From an optimization exercise on the open Yosys and OpenROAD flow, aimed at small area; shortcuts taken in it are not production practice. Where RTL was checked, it was by simulation tests only, not by an equivalence proof against the original. The clock port is modelled as an ideal driver; clocking choices that lean on that would not hold on a real chip. Power is estimated from default activity; no workload was simulated.

Setup of run 1:
==> flow/design.v (excerpt) <==
module pipe_core (
    input  logic        clk,
    input  logic        rst,
    input  logic        in_valid,
    input  logic [15:0] in_instr,
    output logic        in_ready,
    output logic        trace_valid,
    output logic [75:0] trace,
    input  logic        trace_ready
);
    localparam logic [3:0] OP_ADD  = 4'd1;
    localparam logic [3:0] OP_SUB  = 4'd2;
    localparam logic [3:0] OP_ADDI = 4'd3;
    localparam logic [3:0] OP_LD   = 4'd4;
    localparam logic [3:0] OP_ST   = 4'd5;
    function automatic logic [15:0] rreg(input logic [7:1][15:0] r, input logic [2:0] ad);
        case (ad)
            3'd1:    rreg = r[1];
            3'd2:    rreg = r[2];
            3'd3:    rreg = r[3];
            3'd4:    rreg = r[4];
            3'd5:    rreg = r[5];
            3'd6:    rreg = r[6];
            3'd7:    rreg = r[7];
            default: rreg = 16'd0;
        endcase
    endfunction
    logic [15:0] now;
    logic        hold;
    logic        stall;
  ...
Settings: LEC_CHECK=0, ABC_AREA=1, CAP_MARGIN=0, CORE_MARGIN=2, CORE_UTILIZATION=40, SLEW_MARGIN=0; clock period 5.5 ns.
standard.sh (not shown) runs the stock make flow with config.mk's settings and CLKGATE_MAP_FILE= SYNTH_SCRIPT=/design/flow/synth_recipe.tcl, a recipe that flattens the netlist after the stock synthesis.
==> flow/flow/run.sh <==
#!/bin/bash
# Standard layout with a leaner clock tree (no dummy loads, smaller
# buffers) and the smallest buffer on the ports.
export CTS_ARGS="-sink_clustering_enable -repair_clock_nets -dont_use_dummy_load -buf_list {sky130_fd_sc_hd__clkbuf_4 sky130_fd_sc_hd__clkbuf_8} -sink_clustering_size 16 -sink_clustering_max_diameter 60"
export POST_RESIZE_TCL="$PWD/flow/post_resize.tcl"
export POST_CTS_TCL="$PWD/flow/post_cts.tcl"
export BUFFER_PORTS_ARGS="-buffer_cell sky130_fd_sc_hd__buf_1"
bash standard.sh > standard.log 2>&1
==> flow/flow/post_cts.tcl <==
# area recovery: downsize cells on paths with slack to spare
estimate_parasitics -placement
repair_timing -recover_power 100 -verbose
detailed_placement
check_placement -verbose
==> flow/flow/post_resize.tcl <==
# area recovery after placement repair: downsize cells on paths with slack
estimate_parasitics -placement
repair_timing -recover_power 100 -verbose
Modified inputs, run 2 compared to run 1
- GPL_TIMING_DRIVEN: unset -> 0
==> flow/flow/run.sh <==
#!/bin/bash
# Standard layout (the standard.sh), with these changes:
#  - synthesis buffers are removed before global placement,
#  - the clock tree uses clkbuf_4/clkbuf_8, no dummy loads, clusters of 16,
#  - ports get the smallest buffer (buf_1).
export PRE_GLOBAL_PLACE_TCL="$PWD/flow/pre_gpl.tcl"
export CTS_ARGS="-sink_clustering_enable -repair_clock_nets -dont_use_dummy_load -buf_list {sky130_fd_sc_hd__clkbuf_4 sky130_fd_sc_hd__clkbuf_8} -sink_clustering_size 16 -sink_clustering_max_diameter 60"
export BUFFER_PORTS_ARGS="-buffer_cell sky130_fd_sc_hd__buf_1"
bash standard.sh > standard.log 2>&1
==> flow/flow/pre_gpl.tcl (new file) <==
remove_buffers
removed: flow/flow/post_cts.tcl
removed: flow/flow/post_resize.tcl
[summary]
Run 2 went all the way through synthesis, placement and routing and the layout is clean on timing, DRC and antenna. Run 2: net total in the final layout higher than run 1. Relative area of non-clock buffer cells in the final design was higher in run 2 than in run 1. Run 2 reports a lower maximum frequency than run 1 does. Taking run 1 as the reference, in run 2 fraction of the core area covered by cells at the end of the flow went up, minimum clock period rose 0.13 ns. Re footprint of the flip-flops and latches: no difference whatsoever between run 2 and run 1. Total track usage was higher in run 1 than in run 2. Run 2 ends up with a final HPWL from detailed placement that is about 0.9% lower than in run 1. Run 2 vs run 1 — largest net degree at the start of global routing dropped 69%. Largest fanout on the critical path, run 1 and run 2: larger value in run 2. Routing usage on met1: higher on run 1.
Input changes introduced in run 3 (baseline for comparison: run 2):
- a deleted GPL_TIMING_DRIVEN that had been 0
==> flow/flow/run.sh <==
#!/bin/bash
# Standard layout with a leaner clock tree (no dummy loads, smaller
# buffers) and the smallest buffer on the ports.
export CTS_ARGS="-sink_clustering_enable -repair_clock_nets -dont_use_dummy_load -buf_list {sky130_fd_sc_hd__clkbuf_4 sky130_fd_sc_hd__clkbuf_8} -sink_clustering_size 20 -sink_clustering_max_diameter 50"
export BUFFER_PORTS_ARGS="-buffer_cell sky130_fd_sc_hd__buf_1"
bash standard.sh > standard.log 2>&1
removed: flow/flow/pre_gpl.tcl
### Flow results
[compare] base=run 2 new=run 3: endpoint arrival time on the critical path -0.33 ns, clock-pin slew on the worst setup and hold paths ~0 delta, via total after detailed routing -199, power -0.54%.

## build 37
pipe_core, a different RTL version from the one above (not shown whole).
Size in the first run: about 1800 cells after synthesis, about 98 I/O pins, roughly 0.024 mm2 of cells after synthesis.
## pipe_core
module pipe_core (
    input  logic        clk,
    input  logic        rst,
    input  logic        in_valid,
    input  logic [15:0] in_instr,
    output logic        in_ready,
    output logic        trace_valid,
    output logic [75:0] trace,
    input  logic        trace_ready
);
    localparam logic [3:0] OP_ADD  = 4'd1;
    localparam logic [3:0] OP_SUB  = 4'd2;
    localparam logic [3:0] OP_ADDI = 4'd3;
    localparam logic [3:0] OP_LD   = 4'd4;
    localparam logic [3:0] OP_ST   = 4'd5;
    function automatic logic [15:0] rreg(input logic [7:1][15:0] r, input logic [2:0] ad);
        case (ad)
            3'd1:    rreg = r[1];
            3'd2:    rreg = r[2];
            3'd3:    rreg = r[3];
            3'd4:    rreg = r[4];
            3'd5:    rreg = r[5];
            3'd6:    rreg = r[6];
            3'd7:    rreg = r[7];
            default: rreg = 16'd0;
        endcase
    endfunction
    logic [15:0] now;
    logic        hold;
    logic        stall;
    logic        f_v, d_v, x_v, m_v;
    logic [15:0] f_i, d_i, x_i, m_i;
    logic [15:0] f_c, d_c, x_c, m_c;
    logic        f_l, d_l, x_l, m_l;
    logic [7:0]  t_seq;
    logic [15:0] t_i, t_res, t_fc, t_rc;
    logic        t_l;
  ...
clock: 5.5 ns
lec_check: 0
abc_area: 1
cap_margin: 0
core_margin: 2
core_utilization: 40
slew_margin: 0
==> flow/flow/run.sh <==
#!/bin/bash
# Standard layout with a leaner clock tree (no dummy loads, smaller
# buffers) and the smallest buffer on the ports.
export CTS_ARGS="-sink_clustering_enable -repair_clock_nets -dont_use_dummy_load -buf_list {sky130_fd_sc_hd__clkbuf_4 sky130_fd_sc_hd__clkbuf_8} -sink_clustering_size 16 -sink_clustering_max_diameter 60"
export POST_CTS_TCL="$PWD/flow/post_cts.tcl"
export BUFFER_PORTS_ARGS="-buffer_cell sky130_fd_sc_hd__buf_1"
bash standard.sh > standard.log 2>&1
==> flow/flow/post_cts.tcl <==
# area recovery: downsize cells on paths with slack to spare
estimate_parasitics -placement
repair_timing -recover_power 100 -verbose
detailed_placement
check_placement -verbose
Modified inputs, trial 78 compared to build 37
Settings: an added GPL_TIMING_DRIVEN of 0.
--- a/flow/flow/run.sh
+++ b/flow/flow/run.sh
@@ -2,2 +2,5 @@
-# Standard layout with a leaner clock tree (no dummy loads, smaller
-# buffers) and the smallest buffer on the ports.
+# Standard layout (the standard.sh), with these changes:
+#  - synthesis buffers are removed before global placement,
+#  - the clock tree uses clkbuf_4/clkbuf_8, no dummy loads, clusters of 16,
+#  - ports get the smallest buffer (buf_1).
+export PRE_GLOBAL_PLACE_TCL="$PWD/flow/pre_gpl.tcl"
@@ -5 +7,0 @@
-export POST_CTS_TCL="$PWD/flow/post_cts.tcl"
==> flow/flow/pre_gpl.tcl (new file) <==
remove_buffers
removed: flow/flow/post_cts.tcl
==> comparison <==
Status | build 37 and trial 78 | clean
The portion of the layout cell area used by non-clock buffers of trial 78 exceeds that of build 37 by 1.1 points.
Going from build 37 to trial 78, post-synthesis to final-layout area growth grew by 2.9 points; post-route clock period utilization went up by 1.3 points; global-route usage decreased 0.65 points.
Looking at critical-path cell with the highest stage delay, the buf_1 result is from trial 78; the edfxtp_1 one comes from build 37.
Cmp trial 78 vs build 37: transition time at the pin with the least slew margin higher in trial 78
Relative to build 37, total number of vias has gone up in trial 78.
Compared to build 37, the routing of trial 78 uses less wire.
No functional check of the RTL was part of any run of this note.

pipe_core with an RTL version that a note above also has.
Size in the first run: about 1900 cells after synthesis, about 98 I/O pins.
==> flow/config.mk <==
export PLATFORM = sky130hd
export DESIGN_NAME = pipe_core
export DESIGN_NICKNAME = pipe_core
export VERILOG_FILES = /design/flow/design.v
export SDC_FILE = /design/flow/constraint.sdc
export NUM_CORES = 4
export LEC_CHECK = 0
export ABC_AREA = 1
export CAP_MARGIN = 20
export CORE_MARGIN = 2
export CORE_UTILIZATION = 40
export SLEW_MARGIN = 20
==> flow/constraint.sdc <==
create_clock -name core_clock -period 5.5 [get_ports {clk}]
set_input_delay 1.1000 -clock core_clock [delete_from_list [all_inputs] [get_ports {clk}]]
set_output_delay 1.1000 -clock core_clock [all_outputs]
set_load 0.01 [all_outputs]
==> flow/flow/run.sh <==
#!/bin/bash
# Standard layout with a leaner clock tree (no dummy loads, smaller
# buffers) and the smallest buffer on the ports.
export CTS_ARGS="-sink_clustering_enable -repair_clock_nets -dont_use_dummy_load -buf_list {sky130_fd_sc_hd__clkbuf_4 sky130_fd_sc_hd__clkbuf_8} -sink_clustering_size 16 -sink_clustering_max_diameter 60"
export POST_CTS_TCL="$PWD/flow/post_cts.tcl"
export BUFFER_PORTS_ARGS="-buffer_cell sky130_fd_sc_hd__buf_1"
bash standard.sh > standard.log 2>&1
==> flow/flow/post_cts.tcl <==
# area recovery: downsize cells on paths with slack to spare
estimate_parasitics -placement
repair_timing -recover_power 100 -verbose
detailed_placement
check_placement -verbose
Change:
==> flow/flow/run.sh (replaced) <==
#!/bin/bash
# Standard layout with a leaner clock tree (no dummy loads, smaller
# buffers) and the smallest buffer on the ports.
export CTS_ARGS="-sink_clustering_enable -repair_clock_nets -dont_use_dummy_load -buf_list {sky130_fd_sc_hd__clkbuf_4 sky130_fd_sc_hd__clkbuf_8} -sink_clustering_size 16 -sink_clustering_max_diameter 60"
export BUFFER_PORTS_ARGS="-buffer_cell sky130_fd_sc_hd__buf_1"
bash standard.sh > standard.log 2>&1
CAP_MARGIN = 0   (was 20)
CORE_UTILIZATION = 55   (was 40)
SLEW_MARGIN = 0   (was 20)
removed: flow/flow/post_cts.tcl
=> The changed run ran to the end with no violations; setup slack gains 0.34 ns; routed wire length is lower by a few percent; power stays flat; synthesized area does not change; die area shrinks by a quarter to a third; sequential cell count stays the same; via count falls slightly; final cell count goes down by a few percent.

static timing again, ports no longer ideal:
In the flow no input, the clock included, has a driving cell. The finished layouts below were timed again as built, in two steps. Step 1 sets driving cells, clkbuf_16 on the clock port and buf_2 on the other inputs (assumed; they add their load-dependent delay and slew). Step 2 adds t to the input delays and takes it off the output delays; t is the mean of the earliest and latest rising clock arrival at the registers after step 1. Input paths then give back, and output paths get back, about the clock's delay inside the block. Three values: ideal, step 1, step 2; two values: the first two.
run | t, ns | setup slack, ns | worst hold slack (ns) | worst setup path after step 2
run 1 | 0.678 | 0.329 / 0.329 / 0.282 | 0.411 / 0.411 / 0.411 | input to register
run 2 | 0.676 | 0.200 / 0.200 / 0.056 | 0.399 / 0.399 / 0.399 | input to register
run 3 | 0.692 | 0.554 / 0.554 / 0.554 | 0.397 / 0.397 / 0.397 | register to register
build 37 | 0.666 | 0.347 / 0.347 / 0.271 | 0.407 / 0.407 / 0.407 | input to register
trial 78 | 0.676 | 0.277 / 0.294 / -0.382 | 0.393 / 0.393 / 0.393 | input to register
the first run of note 3 | 0.679 | 0.335 / 0.335 / 0.335 | 0.403 / 0.403 / 0.403 | register to register
the second run of note 3 | 0.668 | 0.674 / 0.674 / 0.674 | 0.420 / 0.420 / 0.420 | register to register
Met with ideal ports but missed after step 2: setup timing in trial 78. For trial 78, which loses most, drivers alone change the setup slack by +0.017 ns; drivers and shift together by -0.659 ns.
